Source: an optimization exercise on an open RTL-to-GDS flow (aim: small area). Production flows keep margins and buffers that such runs may drop.
The RTL was checked by simulation tests, not by an equivalence proof against the original design.
Power is estimated from default activity; no workload was simulated.

==> design/flow/design.v <==
module regfile_sb #(
  parameter int DW   = 64,
  parameter int NREG = 32,
  parameter int AW   = 5
) (
  input  logic            clk,
  input  logic            reset,
  input  logic            wen,
  input  logic [AW-1:0]   rD,
  input  logic [DW-1:0]   din,
  input  logic [2:0]      ppp,
  input  logic [AW-1:0]   rA,
  input  logic [AW-1:0]   rB,
  output logic [DW-1:0]   doutA,
  output logic [DW-1:0]   doutB,
  output logic            rdyA,
  output logic            rdyB,
  input  logic            iss_v,
  input  logic [AW-1:0]   iss_rd,
  input  logic            clr,
  output logic            clr_busy
);
  logic [AW-1:0]   cnt_q;
  logic [DW-1:0]   rf [1:NREG-1];
  logic [NREG-1:1] busy_q;
  logic            idle;
  logic [3:0]      mc;        
  logic [DW-1:0]   dcol;      
  logic [AW-1:0]   wa;        
  logic [3:0]      wg;        
  logic            hitA, hitB;
  logic [3:0]      fwdA, fwdB;
  function automatic int cls(input int k);
    cls = ((k >= 4) ? 2 : 0) + (k % 2);
  endfunction
  assign idle     = (cnt_q == '0);
  assign clr_busy = !idle;
  always_comb begin
    case (ppp)
      3'd0:    mc = 4'b1111;
      3'd1:    mc = 4'b0011;    
      3'd2:    mc = 4'b1100;    
      3'd3:    mc = 4'b0101;    
      3'd4:    mc = 4'b1010;    
      default: mc = 4'b0000;
    endcase
  end
  assign dcol = din & {DW{idle && !reset}};
  assign wa   = idle ? rD : cnt_q;
  assign wg   = idle ? (mc & {4{wen}}) : 4'b1111;
  always_ff @(posedge clk) begin
    if (reset)
      cnt_q <= '0;
    else if (!idle)
      cnt_q <= cnt_q + AW'(1);
    else if (clr)
      cnt_q <= AW'(1);
  end
  always_ff @(posedge clk) begin
    for (int i = 1; i < NREG; i++)
      for (int k = 0; k < DW/8; k++)
        if (reset || ((wa == AW'(i)) && wg[cls(k)]))
          rf[i][DW-1-8*k -: 8] <= dcol[DW-1-8*k -: 8];
  end
  always_ff @(posedge clk) begin
    for (int i = 1; i < NREG; i++) begin
      if (reset)
        busy_q[i] <= 1'b0;
      else if (idle) begin
        if (clr)
          busy_q[i] <= 1'b0;
        else if (iss_v && (iss_rd == AW'(i)))
          busy_q[i] <= 1'b1;
        else if (wen && (rD == AW'(i)))
          busy_q[i] <= 1'b0;
      end
    end
  end
  assign hitA = idle && wen && (rD == rA) && (rA != '0);
  assign hitB = idle && wen && (rD == rB) && (rB != '0);
  assign fwdA = mc & {4{hitA}};
  assign fwdB = mc & {4{hitB}};
  logic [NREG-2:0] decA, decB;
  always_comb begin
    for (int i = 1; i < NREG; i++) begin
      decA[i-1] = (rA == AW'(i));
      decB[i-1] = (rB == AW'(i));
    end
  end
  for (genvar b = 0; b < DW; b++) begin : g_rd
    localparam int C = cls((DW-1-b)/8);
    logic [NREG-2:0] d;
    for (genvar i = 1; i < NREG; i++) begin : g_in
      assign d[i-1] = rf[i][b];
    end
    regfile_sb_rdbit u_a (.d(d), .s(decA), .din(din[b]), .fwd(fwdA[C]),
                          .nfwd(!fwdA[C]), .y(doutA[b]));
    regfile_sb_rdbit u_b (.d(d), .s(decB), .din(din[b]), .fwd(fwdB[C]),
                          .nfwd(!fwdB[C]), .y(doutB[b]));
  end
  always_comb begin
    rdyA = idle;
    rdyB = idle;
    for (int i = 1; i < NREG; i++) begin
      if ((rA == AW'(i)) && busy_q[i] && !hitA) rdyA = 1'b0;
      if ((rB == AW'(i)) && busy_q[i] && !hitB) rdyB = 1'b0;
    end
  end
endmodule
module regfile_sb_rdbit (
  input  logic [30:0] d,
  input  logic [30:0] s,
  input  logic        din,
  input  logic        fwd,
  input  logic        nfwd,
  output logic        y
);
  logic [10:0] g;
  logic        u;
  logic [2:0]  h;
  for (genvar j = 0; j < 10; j++) begin : g_aoi
    regfile_sb_aoi222 u_g (
      .a1(d[3*j]), .b1(s[3*j]), .a2(d[3*j+1]), .b2(s[3*j+1]),
      .a3(d[3*j+2]), .b3(s[3*j+2]), .y(g[j]));
  end
  regfile_sb_nand2 u_g10 (.a(d[30]), .b(s[30]), .y(g[10]));
  regfile_sb_nand2 u_f   (.a(din), .b(fwd), .y(u));
  regfile_sb_nand4 u_h0  (.a(g[0]), .b(g[1]), .c(g[2]), .d(g[3]), .y(h[0]));
  regfile_sb_nand4 u_h1  (.a(g[4]), .b(g[5]), .c(g[6]), .d(g[7]), .y(h[1]));
  regfile_sb_nand4 u_h2  (.a(g[8]), .b(g[9]), .c(g[10]), .d(u), .y(h[2]));
  regfile_sb_o32a  u_y   (.a1(h[0]), .a2(h[1]), .a3(h[2]), .b1(nfwd), .b2(din),
                          .y(y));
endmodule
module regfile_sb_aoi222 (
  input  logic a1, b1, a2, b2, a3, b3,
  output logic y
);
  assign y = !((a1 && b1) || (a2 && b2) || (a3 && b3));
endmodule
module regfile_sb_nand2 (
  input  logic a, b,
  output logic y
);
  assign y = !(a && b);
endmodule
module regfile_sb_nand4 (
  input  logic a, b, c, d,
  output logic y
);
  assign y = !(a && b && c && d);
endmodule
module regfile_sb_o32a (
  input  logic a1, a2, a3, b1, b2,
  output logic y
);
  assign y = (a1 || a2 || a3) && (b1 || b2);
endmodule
==> design/flow/flow/run.sh <==
#!/bin/bash
# The standard layout (the standard.sh: standard synthesis, then ORFS to
# finish), with one change: the port buffers that global placement inserts are
# sky130_fd_sc_hd__buf_1 instead of the cell buffer_ports picks by default.
# Every port still gets its own buffer.
set -euo pipefail
bash standard.sh "BUFFER_PORTS_ARGS=-buffer_cell sky130_fd_sc_hd__buf_1" finish \
  > standard.log 2>&1
==> design/flow/standard.sh <==
#!/bin/bash
# synth_recipe.tcl (not shown) runs the flow's synth.tcl, then flattens the netlist and writes it again
# the make line also repeats each setting of config.mk as NAME=value (left out here)
make -C /OpenROAD-flow-scripts/flow DESIGN_CONFIG=/design/flow/config.mk WORK_HOME=/design/flow/orfs CLKGATE_MAP_FILE= SYNTH_SCRIPT=/design/flow/synth_recipe.tcl "${@:-finish}"
==> design/flow/config.mk <==
export PLATFORM = sky130hd
export DESIGN_NAME = regfile_sb
export DESIGN_NICKNAME = regfile_sb
export VERILOG_FILES = /design/flow/design.v
export SDC_FILE = /design/flow/constraint.sdc
export NUM_CORES = 4
export LEC_CHECK = 0
export CAP_MARGIN = 20
export CORE_MARGIN = 2
export CORE_UTILIZATION = 65
export CTS_CLUSTER_DIAMETER = 80
export CTS_CLUSTER_SIZE = 30
export SETUP_SLACK_MARGIN = 0
export SLEW_MARGIN = 20
export SYNTH_HIERARCHICAL = 1
export SYNTH_MINIMUM_KEEP_SIZE = 0
==> design/flow/constraint.sdc <==
create_clock -name core_clock -period 6.5 [get_ports {clk}]
set_input_delay 1.3000 -clock core_clock [delete_from_list [all_inputs] [get_ports {clk}]]
set_output_delay 1.3000 -clock core_clock [all_outputs]
set_load 0.01 [all_outputs]
==> impl_results.md, run 1 <==
* Status: finished clean
* Hold Crit Class: flip-flop to flip-flop
* Worst EP required at 5.20 ns
* WS Path Type: input pin to primary output
* Most used cell, CP: buf_1
* Commonest cells in the netlist: 1984 x edfxtp_1, 1281 x a222oi_1, 394 x nand4_1, 324 x nand2_1, 130 x o32a_1
* Via Count at 64.3k
* Post-route antenna net violation count at 0
* Sw Ratio at 26.7%
* FMAX at 162 MHz
* GRT overflow at 0
* Syn Area/Cell at 17.0 um^2
* Crit path buf inv count at 3
* Initial DRT Pass Iterations at 22
* Clk_skew at 0.0286 ns
* Initial Util at 65.4%
* Gr usage total at 48.8%
* First-pass GRT wire length at 443000 um
* Synth top area cells: edfxtp_1 73%, a222oi_1 16%, nand4_1 3.0%, o32a_1 1.6%, nand2_1 1.5%
* DIE HEIGHT at 359 um
* Power Dens Cells at 296 nW/um^2
* Share of cells above drive strength 1 at 8.64%
* TritonCTS Buffers at 86
* Worst R2R End: rf[23][31]
* Clock power frac at 25.4%
* Setup TNS at 0 ns
* # H-tree levels at 3
* Nets at 5377
* Max clock buf depth at 3
* Worst reg2reg startpoint: cnt_q[0]
* Max-slew headroom at 13.4%
* Cell with the most instances after synthesis: edfxtp_1
* Critical Path Fanout Max at 46
* Hold worst-path end: busy_q[7]
* Vias/cell at 9.21
* Combinational fraction of design power at 10.7%
* Die Area at 129000 um^2
* Yosys cell types at 59
* Drt total wl at 323000 um
* Filler cells at 7966
* Die width at 359 um
* Sequential group share of total power at 63.9%
* Leakage power at 29.5 nW
* Hold Path Origin: busy_q[7]
* Rows at 130
* Area leader, netlist: edfxtp_1
* Fin util at 71.9%
* Seq/Total Area, Yosys at 73.5%
* Initial drt markers at 18.5k
* Cell Count, Final, Fillers Out at 6984
* Core ar. at 125000 um^2
* Initial antenna violation count at 25
* WL/cell at 46.3 um
* Layout area overhead at 9.90%
* Psw at 7.12 mW
* Maximum vdd drop at 0.000313 V
* Root Buffer: clkbuf_16
* Largest net degree at the start of global routing at 99
* GP Congestion at 1.00
* Setup Viol. Count Final at 0
* # clock sinks at 2020
* Critical-path top delay cell: nor2_4
* Cell count of the worst hold path at 2
* Synth top area share at 72.6%
* Post-synth EDFFs at 1984
* Final hold violations at 0
* Post CTS Setup Buffer Count at 0
* Slew Viols, Final at 0
* Syn Inst Count at 4837
* R2r worst-path depth at 7
* Worst Setup End Kind: primary output
* Post-DP HPWL at 186000 um
* Yosys reg bits at 2020
* Stages on the worst setup path at 8
* Worst-path cell chain: buf_1, nand2_1, nor2_4, buf_4, a222oi_1, nand4_1, o32a_1, buf_1
* Critical Path Start Type: input pin
* Min cycle time layout at 6.19 ns
* Power Internal at 19.5 mW
* Total power at 26.7 mW
* Syn Nets at 4931
* RSZ-0062 raised after global routing: no
* FF-to-FF setup slack at 2.22 ns
* Post-synth ARST share at 0%
* Post-CTS sizing at 0
* Hold Buf Count CTS at 0
* Final period utilization at 95.2%
* Multi-input logic area at 22000 um^2
* Crit-path leading delay family: buffers and inverters
* Worst path max stage delay at 0.98 ns
* CP Data Arrival Time at 4.89 ns
* Worst-Margin Slew at 1.30 ns
* Synthesized area at 82100 um^2
* Register area at 60300 um^2
* CTS tree: done
* Io pins at 223
* Placed Cells at 6841
* Max-cap viol count at 0
* Warnings from Yosys at 8
* Drt drc at 0
* Synth Flop Type: edfxtp_1
* Port bufs at 222
* Vias in the first global route at 61.4k
* Clock Latency Late Sink at 0.77 ns
* Clk pin slew, worst setup/hold paths at 0.10 ns
==> per-module statistics from Yosys (local to each module, per instance), a selection <==
module | copies in the design | cells inside
regfile_sb_aoi222 | 1280 | 1
regfile_sb_o32a | 128 | 1
regfile_sb_nand2 | 256 | 1
regfile_sb_nand4 | 384 | 1
regfile_sb | 1 | 2789
==> worst max path at each step <==
stage,slack [ns],from,endpoint
after CTS,0.24,rA[0],rdyA
after detailed placement,0.25,rA[0],rdyA
final,0.31,rA[0],doutA[54]
after global routing,0.37,rA[0],rdyA
after global placement,0.21,rA[0],rdyA
after floorplan,0.49,rB[0],doutB[0]
==> state kept, by name (all words and copies together), names as in the netlist <==
register / flops
cnt_q: 5
busy_q: 31
rf: 1984
==> logic make-up (layout without fill, tap and decap cells) <==
logic type	Yosys count	in the layout	share of synthesized area [%]
fa+ha+maj	2	2	0.0305
simple gates	1016	1016	6.44
buf+inv	95	584	0.444
compound gates	1685	1685	19.4
mux	8	8	0.113
flops	2020	2020	73.5
xor+xnor	11	11	0.117
other cells	0	8	0
==> area by class of cell <==
cell class | count | share of cell area [%]
Inverter | 14 | 0.0583
Timing Repair Buffer | 439 | 3.32
Antenna cell | 8 | 0.0222
Clock inverter | 35 | 0.565
Multi-Input combinational cell | 2722 | 24.4
Clock buffer | 96 | 2.45
Tap cell | 1650 | 2.29
Sequential cell | 2020 | 66.9
==> worst reg2reg max path, stage by stage, from the launching register on <==
cell	delay (ns)
dfxtp_1	0.37
inv_1	0.13
ha_1	0.31
nor4b_4	0.61
inv_2	0.27
nor2_4	0.82
buf_12	0.36
and2_1	1.04
==> cells in the final DEF, fill, tap and decap left out, types with 5 or more instances in the layout <==
cell type,n
nor2_1,59
buf_4,174
buf_12,38
clkinv_1,6
nor2b_1,14
o21ai_0,44
buf_1,221
o21bai_2,12
dfxtp_1,36
a222oi_1,1281
clkbuf_16,86
nor2_4,59
nand2b_1,15
diode_2,8
a31oi_1,10
xnor2_1,9
mux2i_1,7
inv_1,13
o32a_1,130
or3_1,5
nor3_1,13
nand3b_1,11
a21o_2,18
nand3_1,19
and2_2,7
nand2_1,320
nand4_1,394
clkinv_8,9
and2_1,62
a21o_1,93
edfxtp_1,1984
clkbuf_1,8
a21oi_1,69
==> routing by layer <==
layer / vias up / track usage [%] / part of all wire (%)
li1: 24200 / - / -
met1: 31000 / 59.9 / 30
met2: 7490 / 68.4 / 41
met3: 1665 / 23.0 / 20
met4: 44 / 33.2 / 8.4
met5: - / 3.51 / 0.30
==> through the flow <==
step	setup slack (ns)	hold slack (ns)	area [um^2]
2_1_floorplan	0.489	0.455	82100
3_3_place_gp	0.212	0.492	87300
3_5_place_dp	0.248	0.490	87300
4_1_cts	0.242	0.504	90100
5_1_grt	0.365	0.540	90200
6_report	0.310	0.513	90200
==> power by group through the flow <==
stage | Combinational, mW | Sequential, mW | Clock [mW]
2_1_floorplan | 1.43 | 17.0 | 0
3_3_place_gp | 2.66 | 17.2 | 0
3_5_place_dp | 2.70 | 17.3 | 0
4_1_cts | 2.70 | 17.0 | 6.71
5_1_grt | 2.90 | 17.2 | 7.14
6_report | 2.86 | 17.0 | 6.77
==> run 2, diff against run 1 <==
--- a/design/flow/design.v
+++ b/design/flow/design.v
@@ -57,8 +57,17 @@
       cnt_q <= AW'(1);
   end
+  logic [3:0] wph, wgr;
+  logic [7:0] wpl;
+  for (genvar j = 0; j < 4; j++) begin : g_wph
+    assign wph[j] = reset || (wa[AW-1:3] == 2'(j));
+  end
+  for (genvar j = 0; j < 8; j++) begin : g_wpl
+    assign wpl[j] = reset || (wa[2:0] == 3'(j));
+  end
+  assign wgr = wg | {4{reset}};
   always_ff @(posedge clk) begin
     for (int i = 1; i < NREG; i++)
       for (int k = 0; k < DW/8; k++)
-        if (reset || ((wa == AW'(i)) && wg[cls(k)]))
+        if (wph[i/8] && wpl[i%8] && wgr[cls(k)])
           rf[i][DW-1-8*k -: 8] <= dcol[DW-1-8*k -: 8];
   end
@@ -72,5 +81,5 @@
         else if (iss_v && (iss_rd == AW'(i)))
           busy_q[i] <= 1'b1;
-        else if (wen && (rD == AW'(i)))
+        else if (wen && wph[i/8] && wpl[i%8])    
           busy_q[i] <= 1'b0;
       end
@@ -82,9 +91,17 @@
   assign fwdB = mc & {4{hitB}};
   logic [NREG-2:0] decA, decB;
-  always_comb begin
-    for (int i = 1; i < NREG; i++) begin
-      decA[i-1] = (rA == AW'(i));
-      decB[i-1] = (rB == AW'(i));
-    end
+  logic [3:0] aph, bph;
+  logic [7:0] apl, bpl;
+  for (genvar j = 0; j < 4; j++) begin : g_rph
+    assign aph[j] = (rA[AW-1:3] == 2'(j));
+    assign bph[j] = (rB[AW-1:3] == 2'(j));
+  end
+  for (genvar j = 0; j < 8; j++) begin : g_rpl
+    assign apl[j] = (rA[2:0] == 3'(j));
+    assign bpl[j] = (rB[2:0] == 3'(j));
+  end
+  for (genvar i = 1; i < NREG; i++) begin : g_dec
+    assign decA[i-1] = aph[i/8] && apl[i%8];
+    assign decB[i-1] = bph[i/8] && bpl[i%8];
   end
   for (genvar b = 0; b < DW; b++) begin : g_rd
@@ -103,6 +120,6 @@
     rdyB = idle;
     for (int i = 1; i < NREG; i++) begin
-      if ((rA == AW'(i)) && busy_q[i] && !hitA) rdyA = 1'b0;
-      if ((rB == AW'(i)) && busy_q[i] && !hitB) rdyB = 1'b0;
+      if (decA[i-1] && busy_q[i] && !hitA) rdyA = 1'b0;
+      if (decB[i-1] && busy_q[i] && !hitB) rdyB = 1'b0;
     end
   end
==> impl_results.md, run 2 <==
* Cell Count, Final, Fillers Out at 6951
* Core ar. at 124000 um^2
* Die width at 358 um
* CP Data Arrival Time at 4.80 ns
* Max clock buf depth at 3
* Power Dens Cells at 301 nW/um^2
* Seq/Total Area, Yosys at 74.1%
* Leakage power at 28.1 nW
* Post-DP HPWL at 183000 um
* Drt drc at 0
* CTS tree: done
* Drt total wl at 307000 um
* Synth top area cells: edfxtp_1 73%, a222oi_1 16%, nand4_1 3.0%, o32a_1 1.6%, nand2_1 1.5%
* Final period utilization at 93.8%
* Syn Area/Cell at 17.1 um^2
* Commonest non-fill, non-tap cell in the layout: edfxtp_1
* Hold Buf Count CTS at 0
* Syn Nets at 4845
* Multi-input logic area at 21800 um^2
* Io pins at 223
* First-pass GRT wire length at 423000 um
* Slew Viols, Final at 0
* Final hold violations at 0
* Top Registers: rf x1984, busy_q x31, cnt_q x5
* # clock sinks at 2020
* Largest net degree at the start of global routing at 65
* Initial DRT Pass Iterations at 15
* Yosys reg bits at 2020
* Min cycle time layout at 6.10 ns
* Status: finished clean
* Die Area at 128000 um^2
* Clock Latency Late Sink at 0.72 ns
* Critical Path Fanout Max at 33
* Critical Path Start Type: input pin
* WHS at 0.499 ns
* Syn Inst Count at 4751
* Max-slew headroom at 18.5%
* # H-tree levels at 3
* Yosys cell types at 67
* Root Buffer: clkbuf_16
* GRT overflow at 0
* FF-to-FF setup slack at 2.28 ns
* Setup TNS at 0 ns
* Worst-Margin Slew at 1.22 ns
* Commonest cells after routing, fill and taps aside: 1984 x edfxtp_1, 1280 x a222oi_1, 386 x nand4_1
* Worst Setup End Kind: primary output
* Hold Path Origin: busy_q[2]
* Via Count at 62.4k
* Maximum vdd drop at 0.000275 V
* Post CTS Setup Buffer Count at 0
* Filler cells at 7899
* GP Congestion at 0.933
* Hold Crit Class: flip-flop to flip-flop
* Rows at 129
* Register area at 60300 um^2
* Share of cells above drive strength 1 at 11.6%
* Worst R2R End: rf[8][12]
* Port bufs at 222
* Cell count of the worst hold path at 2
* Area leader, netlist: edfxtp_1
* Post-synth EDFFs at 1984
* TritonCTS Buffers at 83
* Reg with most FFs: rf
* Worst reg2reg startpoint: cnt_q[0]
* Clk pin slew, worst setup/hold paths at 0.11 ns
* Warnings from Yosys at 8
* Clk_skew at 0.0300 ns
* Post-synth ARST share at 0%
* Nets at 5364
* Gr usage total at 47.1%
* FMAX at 164 MHz
* Cell with the most instances after synthesis: edfxtp_1
* Max reg flops at 1984
* Worst EP required at 5.20 ns
* Synth top area share at 73.2%
* Initial antenna violation count at 14
* Initial Util at 65.6%
* R2r worst-path depth at 9
* Initial drt markers at 17.6k
* Synth Flop Type: edfxtp_1
* Post-route antenna net violation count at 0
* Max-cap viol count at 0
* Commonest cells in the netlist: 1984 x edfxtp_1, 1280 x a222oi_1, 386 x nand4_1, 330 x nand2_1, 211 x nor2_1
* WS Path Type: input pin to primary output
* WL/cell at 44.2 um
* DIE HEIGHT at 358 um
* Layout area overhead at 10.7%
* Hold worst-path end: busy_q[2]
* Setup Viol. Count Final at 0
* Vias/cell at 8.98
* Worst Slack Setup Final at 0.402 ns
* Placement Setup Slack at 0.655 ns
* Post-CTS sizing at 0
* Placed Cells at 6817
* RSZ-0062 raised after global routing: no
* Synthesized area at 81300 um^2
* Vias in the first global route at 60.3k
[run 2: area by class of cell]
class / instances / share of cell area (%)
clock buffer: 94 / 2.42
timing repair buffer: 492 / 3.72
tap: 1637 / 2.27
inverter: 23 / 0.0959
multi-input combinational: 2650 / 24.2
sequential: 2020 / 66.9
antenna: 7 / 0.0194
clock inverter: 28 / 0.356
[run 2: how the worst max path moves through the flow]
stage                     startpoint        end  slack [ns]  cells past startpoint
after floorplan                rB[4]   doutB[0]        0.50                      7
after global placement         rA[2]  doutA[43]        0.73                      9
after detailed placement       rA[2]   doutA[5]        0.65                      9
after CTS                      rA[2]   doutA[5]        0.66                      9
after global routing           rA[2]   doutA[5]        0.30                      9
final                          rA[2]   doutA[5]        0.40                      9
[run 2: logic make-up after synthesis]
group,synth area share (%)
simple gates,6.79
fa+ha+maj,0.0308
mux,0.172
flops,74.1
xor+xnor,0.129
compound gates,18.3
buf+inv,0.405
[run 2: report_power, final]
group          internal, mW  total, mW  switching [mW]
sequential             16.4       17.1           0.746
clock                  2.58       6.56            3.98
combinational         0.729       3.49            2.76
[run 2: worst max-delay path, cell delays in order]
cell and delay (ns):
buf_1 0.61, inv_1 0.29, nand3b_1 0.43, nor2_4 0.07, buf_4 0.39, a222oi_1 0.45, nand4_1 0.55, o32a_1 0.55
buf_1 0.14
[run 2: routing by layer]
metal	track usage, %	wire length, um	vias to the layer above
li1	-	-	23900
met1	60.6	94400	30200
met2	66.6	130000	6911
met3	20.0	60500	1379
met4	28.7	22700	18
met5	0.926	273	-
[run 2: stage by stage]
| step | total power, mW | instance area [um^2] | utilization (%) |
|---|---|---|---|
| after global routing | 27.7 | 90100 | 72.7 |
| after floorplan | 18.7 | 81300 | - |
| after global placement | 20.5 | 87200 | 70.3 |
| after CTS | 26.9 | 89900 | 72.5 |
| final | 27.1 | 90100 | 72.7 |
| after detailed placement | 20.7 | 87400 | 70.5 |
[run 2: per-module statistics from Yosys (local to each module, per instance), excerpt]
module,flops+latches,area [um^2],cells inside
regfile_sb_o32a,0,10.0,1
regfile_sb_aoi222,0,10.0,1
regfile_sb_nand4,0,6.26,1
regfile_sb,2020,63900,2703
regfile_sb_nand2,0,3.75,1
==> run 3, diff against run 2 <==
==> design/flow/flow/run.sh (replaced) <==
#!/bin/bash
# The standard layout (the standard.sh: standard synthesis, then ORFS to
# finish), with two changes:
#  - the port buffers that global placement inserts are sky130_fd_sc_hd__buf_1
#    instead of the cell buffer_ports picks by default (every port still gets
#    its own buffer);
#  - clock tree synthesis runs with the same clustering as config.mk sets but
#    without dummy loads.
set -euo pipefail
bash standard.sh \
  "BUFFER_PORTS_ARGS=-buffer_cell sky130_fd_sc_hd__buf_1" \
  "CTS_ARGS=-sink_clustering_enable -repair_clock_nets -sink_clustering_size 30 -sink_clustering_max_diameter 80 -dont_use_dummy_load" \
  finish > standard.log 2>&1
==> impl_results.md, run 3 <==
* Status: finished clean
* Most used cell, CP: buf_1
* TritonCTS Buffers at 83
* Met1 WL at 94900 um
* Largest net degree at the start of global routing at 65
* Placement Setup Slack at 0.655 ns
* R2r worst-path depth at 9
* Drt total wl at 308000 um
* Leakage power at 27.9 nW
* Met3 WL at 60000 um
* Synth Flop Type: edfxtp_1
* Initial drt markers at 18.4k
* Seq/Total Area, Yosys at 74.1%
* Commonest non-fill, non-tap cell in the layout: edfxtp_1
* Top layer in use: met5
* GP Congestion at 0.933
* Commonest cells in the netlist: 1984 x edfxtp_1, 1280 x a222oi_1, 386 x nand4_1, 330 x nand2_1, 211 x nor2_1
* Post-synth EDFFs at 1984
* RSZ-0062 raised after global routing: no
* Critical Path Fanout Max at 31
* Cell Count, Final, Fillers Out at 6917
* Post-CTS sizing at 0
* Critical-path top delay cell: nor2_4
* Critical Path Start Type: input pin
* Initial DRT Pass Iterations at 15
* DIE HEIGHT at 358 um
* Clk_skew at 0.0541 ns
* Met2 WL at 130000 um
* Setup Viol. Count Final at 0
* Reg with most FFs: rf
* Worst path max stage delay at 1.01 ns
* Placed Area at 87400 um^2
* Io pins at 223
* Worst Setup SP: rA[2]
* Clk pin slew, worst setup/hold paths at 0.10 ns
* Cell count of the worst hold path at 2
* Max clock buf depth at 3
* Hold Buf Count CTS at 0
* Post-route antenna net violation count at 0
* Worst Setup End Kind: primary output
* Hold Path Origin: busy_q[2]
* Die width at 358 um
* WHS at 0.498 ns
* Final period utilization at 94.5%
* Worst R2R End: rf[9][30]
* Synthesized area at 81300 um^2
* # clock sinks at 2020
* Clock Latency Late Sink at 0.73 ns
* WL/cell at 44.5 um
* Filler cells at 7934
* Worst-Margin Slew at 1.23 ns
* Synth top area share at 73.2%
* GRT overflow at 0
* Yosys reg bits at 2020
* Setup TNS at 0 ns
* Layout area overhead at 10.2%
* Min cycle time layout at 6.15 ns
* Cell with the most instances after synthesis: edfxtp_1
* Initial Util at 65.6%
* Nets at 5364
* WS Path Type: input pin to primary output
* Hold Crit Class: flip-flop to flip-flop
* Vias/cell at 9.05
* Post-synth ARST share at 0%
* Synth top area cells: edfxtp_1 73%, a222oi_1 16%, nand4_1 3.0%, o32a_1 1.6%, nand2_1 1.5%
* Share of cells above drive strength 1 at 11.1%
* Worst reg2reg startpoint: cnt_q[0]
* Vias in the first global route at 60.3k
* Yosys cell types at 67
* Port bufs at 222
* Area leader, netlist: edfxtp_1
* Core ar. at 124000 um^2
* Syn Nets at 4845
* Syn Area/Cell at 17.1 um^2
* Initial antenna violation count at 14
* Max-cap viol count at 0
* Hold worst-path end: busy_q[2]
* Drt drc at 0
* Placed Cells at 6817
* # H-tree levels at 3
* Maximum vdd drop at 0.000300 V
* Slew Viols, Final at 0
* Worst Slack Setup Final at 0.354 ns
* Via Count at 62.6k
* CTS tree: done
* First-pass GRT wire length at 423000 um
* Die Area at 128000 um^2
* Syn Inst Count at 4751
* FF-to-FF setup slack at 2.29 ns
* Worst EP required at 5.20 ns
* Worst-path cell chain: buf_1, inv_1, nand3b_1, nor2_4, buf_4, a222oi_1, nand4_1, o32a_1, buf_1
* Final hold violations at 0
* Post-DP HPWL at 183000 um
* Warnings from Yosys at 8
* Top Registers: rf x1984, busy_q x31, cnt_q x5
* Max reg flops at 1984
* Cell area after layout at 89600 um^2
* Post CTS Setup Buffer Count at 0
* Rows at 129
* CP Data Arrival Time at 4.85 ns
* FMAX at 163 MHz
* Power Dens Cells at 297 nW/um^2
* Commonest cells after routing, fill and taps aside: 1984 x edfxtp_1, 1280 x a222oi_1, 386 x nand4_1
* Max-slew headroom at 18.1%
* Root Buffer: clkbuf_16
* Gr usage total at 47.1%
## run 3: cell counts after synthesis
Identical to the previous run, type by type.
## run 3: worst max-delay path by stage
stage	to	slack, ns	cells past startpoint
finish	doutA[41]	0.35	9
global route	doutA[5]	0.30	9
CTS	doutA[5]	0.66	9
detailed placement	doutA[5]	0.65	9
global placement	doutA[43]	0.73	9
floorplan	doutB[0]	0.50	7
## run 3: metal layers
layer	vias to the layer above	global-route usage, %
met2	6944	66.6
met3	1414	19.6
met5	-	0.926
li1	23900	-
met1	30400	60.7
met4	22	29.0
## run 3: power by group
part	internal [mW]	switching (mW)
sequential	16.4	0.745
clock	2.31	3.76
combinational	0.729	2.77
## run 3: area by class of cell
| type | instances | area [um^2] | share of cell area, % |
|---|---|---|---|
| flip-flops and latches | 2020 | 60300 | 67.3 |
| multi-input cells | 2650 | 21800 | 24.3 |
| repair buffers | 492 | 3350 | 3.74 |
| clock buffers | 83 | 2080 | 2.32 |
| well taps | 1637 | 2050 | 2.28 |
| inverters | 23 | 86.3 | 0.0963 |
| diodes | 12 | 30.0 | 0.0335 |
## run 3: metrics by stage
step,total power [mW],util [%]
3_5_place_dp,20.7,70.5
3_3_place_gp,20.5,70.3
2_1_floorplan,18.7,-
5_1_grt,27.2,72.3
6_report,26.7,72.3
4_1_cts,26.4,72.2
## run 3: kinds of logic (layout without fill, tap and decap cells)
| logic type | after synthesis | count (layout) | share of synthesized area (%) |
|---|---|---|---|
| AO/OA/AOI/OAI | 1542 | 1542 | 18.3 |
| XOR/XNOR | 12 | 12 | 0.129 |
| adder cells (fa/ha/maj) | 2 | 2 | 0.0308 |
| buffers and inverters | 81 | 598 | 0.405 |
| flip-flops | 2020 | 2020 | 74.1 |
| multiplexers | 12 | 12 | 0.172 |
| other | 0 | 12 | 0 |
| AND/OR/NAND/NOR | 1082 | 1082 | 6.79 |
## run 3: Yosys stat by module, one instance, submodules excluded, a selection
| module | cells | area (um^2) | flops+latches | copies in the design |
|---|---|---|---|---|
| regfile_sb | 2703 | 63900 | 2020 | 1 |
| regfile_sb_aoi222 | 1 | 10.0 | 0 | 1280 |
| regfile_sb_nand2 | 1 | 3.75 | 0 | 256 |
| regfile_sb_nand4 | 1 | 6.26 | 0 | 384 |
| regfile_sb_o32a | 1 | 10.0 | 0 | 128 |
## run 3: critical path, delay by kind of cell
family,cells,cell delay (ns)
buffers and inverters,4,1.53
AND/OR/NAND/NOR,3,1.52
AO/OA/AOI/OAI,2,0.44
==> run 4, diff against run 3 <==
--- a/design/flow/flow/run.sh
+++ b/design/flow/flow/run.sh
@@ -10,4 +10,4 @@
 bash standard.sh \
   "BUFFER_PORTS_ARGS=-buffer_cell sky130_fd_sc_hd__buf_1" \
-  "CTS_ARGS=-sink_clustering_enable -repair_clock_nets -sink_clustering_size 30 -sink_clustering_max_diameter 80 -dont_use_dummy_load" \
+  "CTS_ARGS=-sink_clustering_enable -repair_clock_nets -sink_clustering_size 26 -sink_clustering_max_diameter 70 -dont_use_dummy_load" \
   finish > standard.log 2>&1
--- a/design/flow/config.mk
+++ b/design/flow/config.mk
@@ -8,7 +8,7 @@
 export CAP_MARGIN = 20
 export CORE_MARGIN = 2
-export CORE_UTILIZATION = 65
-export CTS_CLUSTER_DIAMETER = 80
-export CTS_CLUSTER_SIZE = 30
+export CORE_UTILIZATION = 70
+export CTS_CLUSTER_DIAMETER = 70
+export CTS_CLUSTER_SIZE = 26
 export SETUP_SLACK_MARGIN = 0
 export SLEW_MARGIN = 20
==> impl_results.md, run 4 <==
* Worst Setup SP: rA[3]
* Initial DRT Pass Iterations at 15
* Post-DP HPWL at 182000 um
* Placed Cells at 6680
* Setup Viol. Count Final at 0
* Worst Slack Setup Final at 0.402 ns
* Commonest non-fill, non-tap cell in the layout: edfxtp_1
* Post-route antenna net violation count at 0
* Cell with the most instances after synthesis: edfxtp_1
* Syn Inst Count at 4751
* Initial Util at 70.3%
* FMAX at 164 MHz
* CP Data Arrival Time at 4.80 ns
* Commonest cells after routing, fill and taps aside: 1984 x edfxtp_1, 1280 x a222oi_1, 386 x nand4_1
* Post-synth EDFFs at 1984
* Hold Crit Class: flip-flop to flip-flop
* Synth Flop Type: edfxtp_1
* WL/cell at 45.6 um
* Clk_skew at 0.0569 ns
* Final period utilization at 93.8%
* GP Congestion at 0.989
* Worst reg2reg startpoint: cnt_q[0]
* RSZ-0062 raised after global routing: no
* Hold Path Origin: busy_q[22]
* Most used cell, CP: buf_1
* Commonest cells in the netlist: 1984 x edfxtp_1, 1280 x a222oi_1, 386 x nand4_1, 330 x nand2_1, 211 x nor2_1
* Cell count of the worst hold path at 2
* Post-CTS sizing at 0
* Worst-path cell chain: buf_1, or2_2, nor2_4, buf_4, a222oi_1, nand4_1, o32a_1, buf_1
* Total power at 27.4 mW
* R2r worst-path depth at 9
* # clock sinks at 2020
* Largest net degree at the start of global routing at 65
* Cell Count, Final, Fillers Out at 6805
* Yosys reg bits at 2020
* Worst path max stage delay at 0.95 ns
* Maximum vdd drop at 0.000291 V
* Worst Setup End Kind: primary output
* Worst EP required at 5.20 ns
* WS Path Type: input pin to primary output
* Reg with most FFs: rf
* Syn Nets at 4845
* Max clock buf depth at 3
* FF-to-FF setup slack at 2.12 ns
* Top Registers: rf x1984, busy_q x31, cnt_q x5
* Worst R2R End: rf[26][22]
* Power Dens Cells at 304 nW/um^2
* Critical-path top delay cell: nor2_4
* Core ar. at 116000 um^2
* Critical Path Fanout Max at 42
* Worst-Margin Slew at 1.25 ns
* Drt total wl at 310000 um
* TritonCTS Buffers at 103
* Synthesized area at 81300 um^2
* Fin util at 77.7%
* Gr usage total at 51.2%
* Initial antenna violation count at 13
* Syn Area/Cell at 17.1 um^2
* First-pass GRT wire length at 428000 um
* CTS tree: done
* Yosys cell types at 67
* Post CTS Setup Buffer Count at 0
* Clock Latency Late Sink at 0.73 ns
* Io pins at 223
* Drt drc at 0
* Rows at 125
* Root Buffer: clkbuf_16
* Warnings from Yosys at 8
* Max-slew headroom at 16.8%
* Synth top area share at 73.2%
* Final hold violations at 0
* Slew Viols, Final at 0
* Via Count at 64.2k
* Die Area at 119000 um^2
* Nets at 5366
* Port bufs at 222
* Area leader, netlist: edfxtp_1
* Placement Setup Slack at 0.766 ns
* Hold worst-path end: busy_q[22]
* Seq/Total Area, Yosys at 74.1%
* DIE HEIGHT at 345 um
* Layout area overhead at 10.6%
* Initial drt markers at 18.6k
* Vias in the first global route at 62.1k
* Critical Path Start Type: input pin
* # H-tree levels at 3
* Max-cap viol count at 0
* Die width at 345 um
* Status: finished clean
* GRT overflow at 0
* Post-synth ARST share at 0%
* Hold Buf Count CTS at 0
* Min cycle time layout at 6.10 ns
* Vias/cell at 9.43
* Leakage power at 28.1 nW
* Max reg flops at 1984
* Share of cells above drive strength 1 at 10.9%
* Synth top area cells: edfxtp_1 73%, a222oi_1 16%, nand4_1 3.0%, o32a_1 1.6%, nand2_1 1.5%
* Clk pin slew, worst setup/hold paths at 0.09 ns
* Setup TNS at 0 ns
run 4: routing by layer:
| layer | vias to the layer above | part of all wire, % | global-route usage [%] |
|---|---|---|---|
| met5 | - | 0.16 | 2.36 |
| met4 | 26 | 7.4 | 30.6 |
| met3 | 1764 | 21 | 26.8 |
| met2 | 7992 | 41 | 70.4 |
| met1 | 30500 | 30 | 64.3 |
| li1 | 23900 | - | - |
run 4: report_power, final:
group	internal [mW]	total, mW	switching, mW
combinational	0.749	3.55	2.80
clock	2.81	6.68	3.86
sequential	16.4	17.1	0.781
total	19.9	27.4	7.45
run 4: per-stage QoR:
stage	hold slack, ns	instance area, um^2
finish	0.525	90000
global route	0.540	90000
CTS	0.513	89700
detailed placement	0.502	87200
global placement	0.492	86900
floorplan	0.454	81300
run 4: how the worst max path moves through the flow:
stage,slack (ns),to
2_1_floorplan,0.50,doutB[0]
3_3_place_gp,0.82,doutA[3]
3_5_place_dp,0.77,doutA[3]
4_1_cts,0.77,doutA[3]
5_1_grt,0.52,doutA[21]
6_report,0.40,doutA[21]
run 4: cell families after synthesis:
family / Yosys count / share of synthesized area, %
xor gates and xnor gates: 12 / 0.129
DFF: 2020 / 74.1
buffers and inverters: 81 / 0.405
AOI/OAI and AO/OA: 1542 / 18.3
adders and majority gates: 2 / 0.0308
and+or+nand+nor: 1082 / 6.79
muxes: 12 / 0.172
run 4: critical path, delay by kind of cell:
kind | cells | cell delay, ns
buffers and inverters | 3 | 1.12
AO/OA/AOI/OAI | 2 | 0.50
AND/OR/NAND/NOR | 3 | 1.83
run 4: layout make-up:
cell class / instances / area, um^2
clock buffer: 103 / 2580
inverter: 23 / 86.3
multi-input combinational: 2650 / 21800
fill: 6725 / 25800
antenna: 11 / 27.5
tap: 1524 / 1910
timing repair buffer: 474 / 3320
sequential: 2020 / 60300
run 4: per-module statistics from Yosys, one instance, submodules excluded, a selection:
module             copies in the design  cell area, um^2  flip-flops and latches
regfile_sb                            1            63900                    2020
regfile_sb_nand2                    256             3.75                       0
regfile_sb_o32a                     128             10.0                       0
regfile_sb_nand4                    384             6.26                       0
regfile_sb_aoi222                  1280             10.0                       0

port drivers added, routing unchanged:
The flow's constraints put no driver on any port. The routed layouts listed below were extracted and timed again, unchanged, in two steps.
Step 1 sets driving cells, clkbuf_16 on the clock port and buf_2 on the other inputs (assumed; they add their load-dependent delay and slew).
Step 2 times the ports against the registers' clock, not the clock port: input delays grow and output delays shrink by t, the midpoint of the rising clock arrivals with the driver on.
a / b / c = ideal / step 1 / step 2; a / b = the first two.
run | shift t [ns] | slack for setup (ns) | hold slack, ns | worst register clock-pin slew, ns
run 1 | 0.830 | 0.310 / 0.251 / 0.251 | 0.513 / 0.513 / 0.513 | 0.12 / 0.12
run 2 | 0.792 | 0.402 / 0.257 / 0.257 | 0.499 / 0.499 / 0.499 | 0.12 / 0.12
run 3 | 0.779 | 0.354 / 0.238 / 0.238 | 0.498 / 0.498 / 0.498 | 0.12 / 0.12
run 4 | 0.802 | 0.402 / 0.371 / 0.371 | 0.525 / 0.525 / 0.525 | 0.11 / 0.11
After both steps setup and hold are still met in every run listed. The setup slack of run 2, which loses most, moves by -0.145 ns with the drivers and by -0.145 ns with both steps.
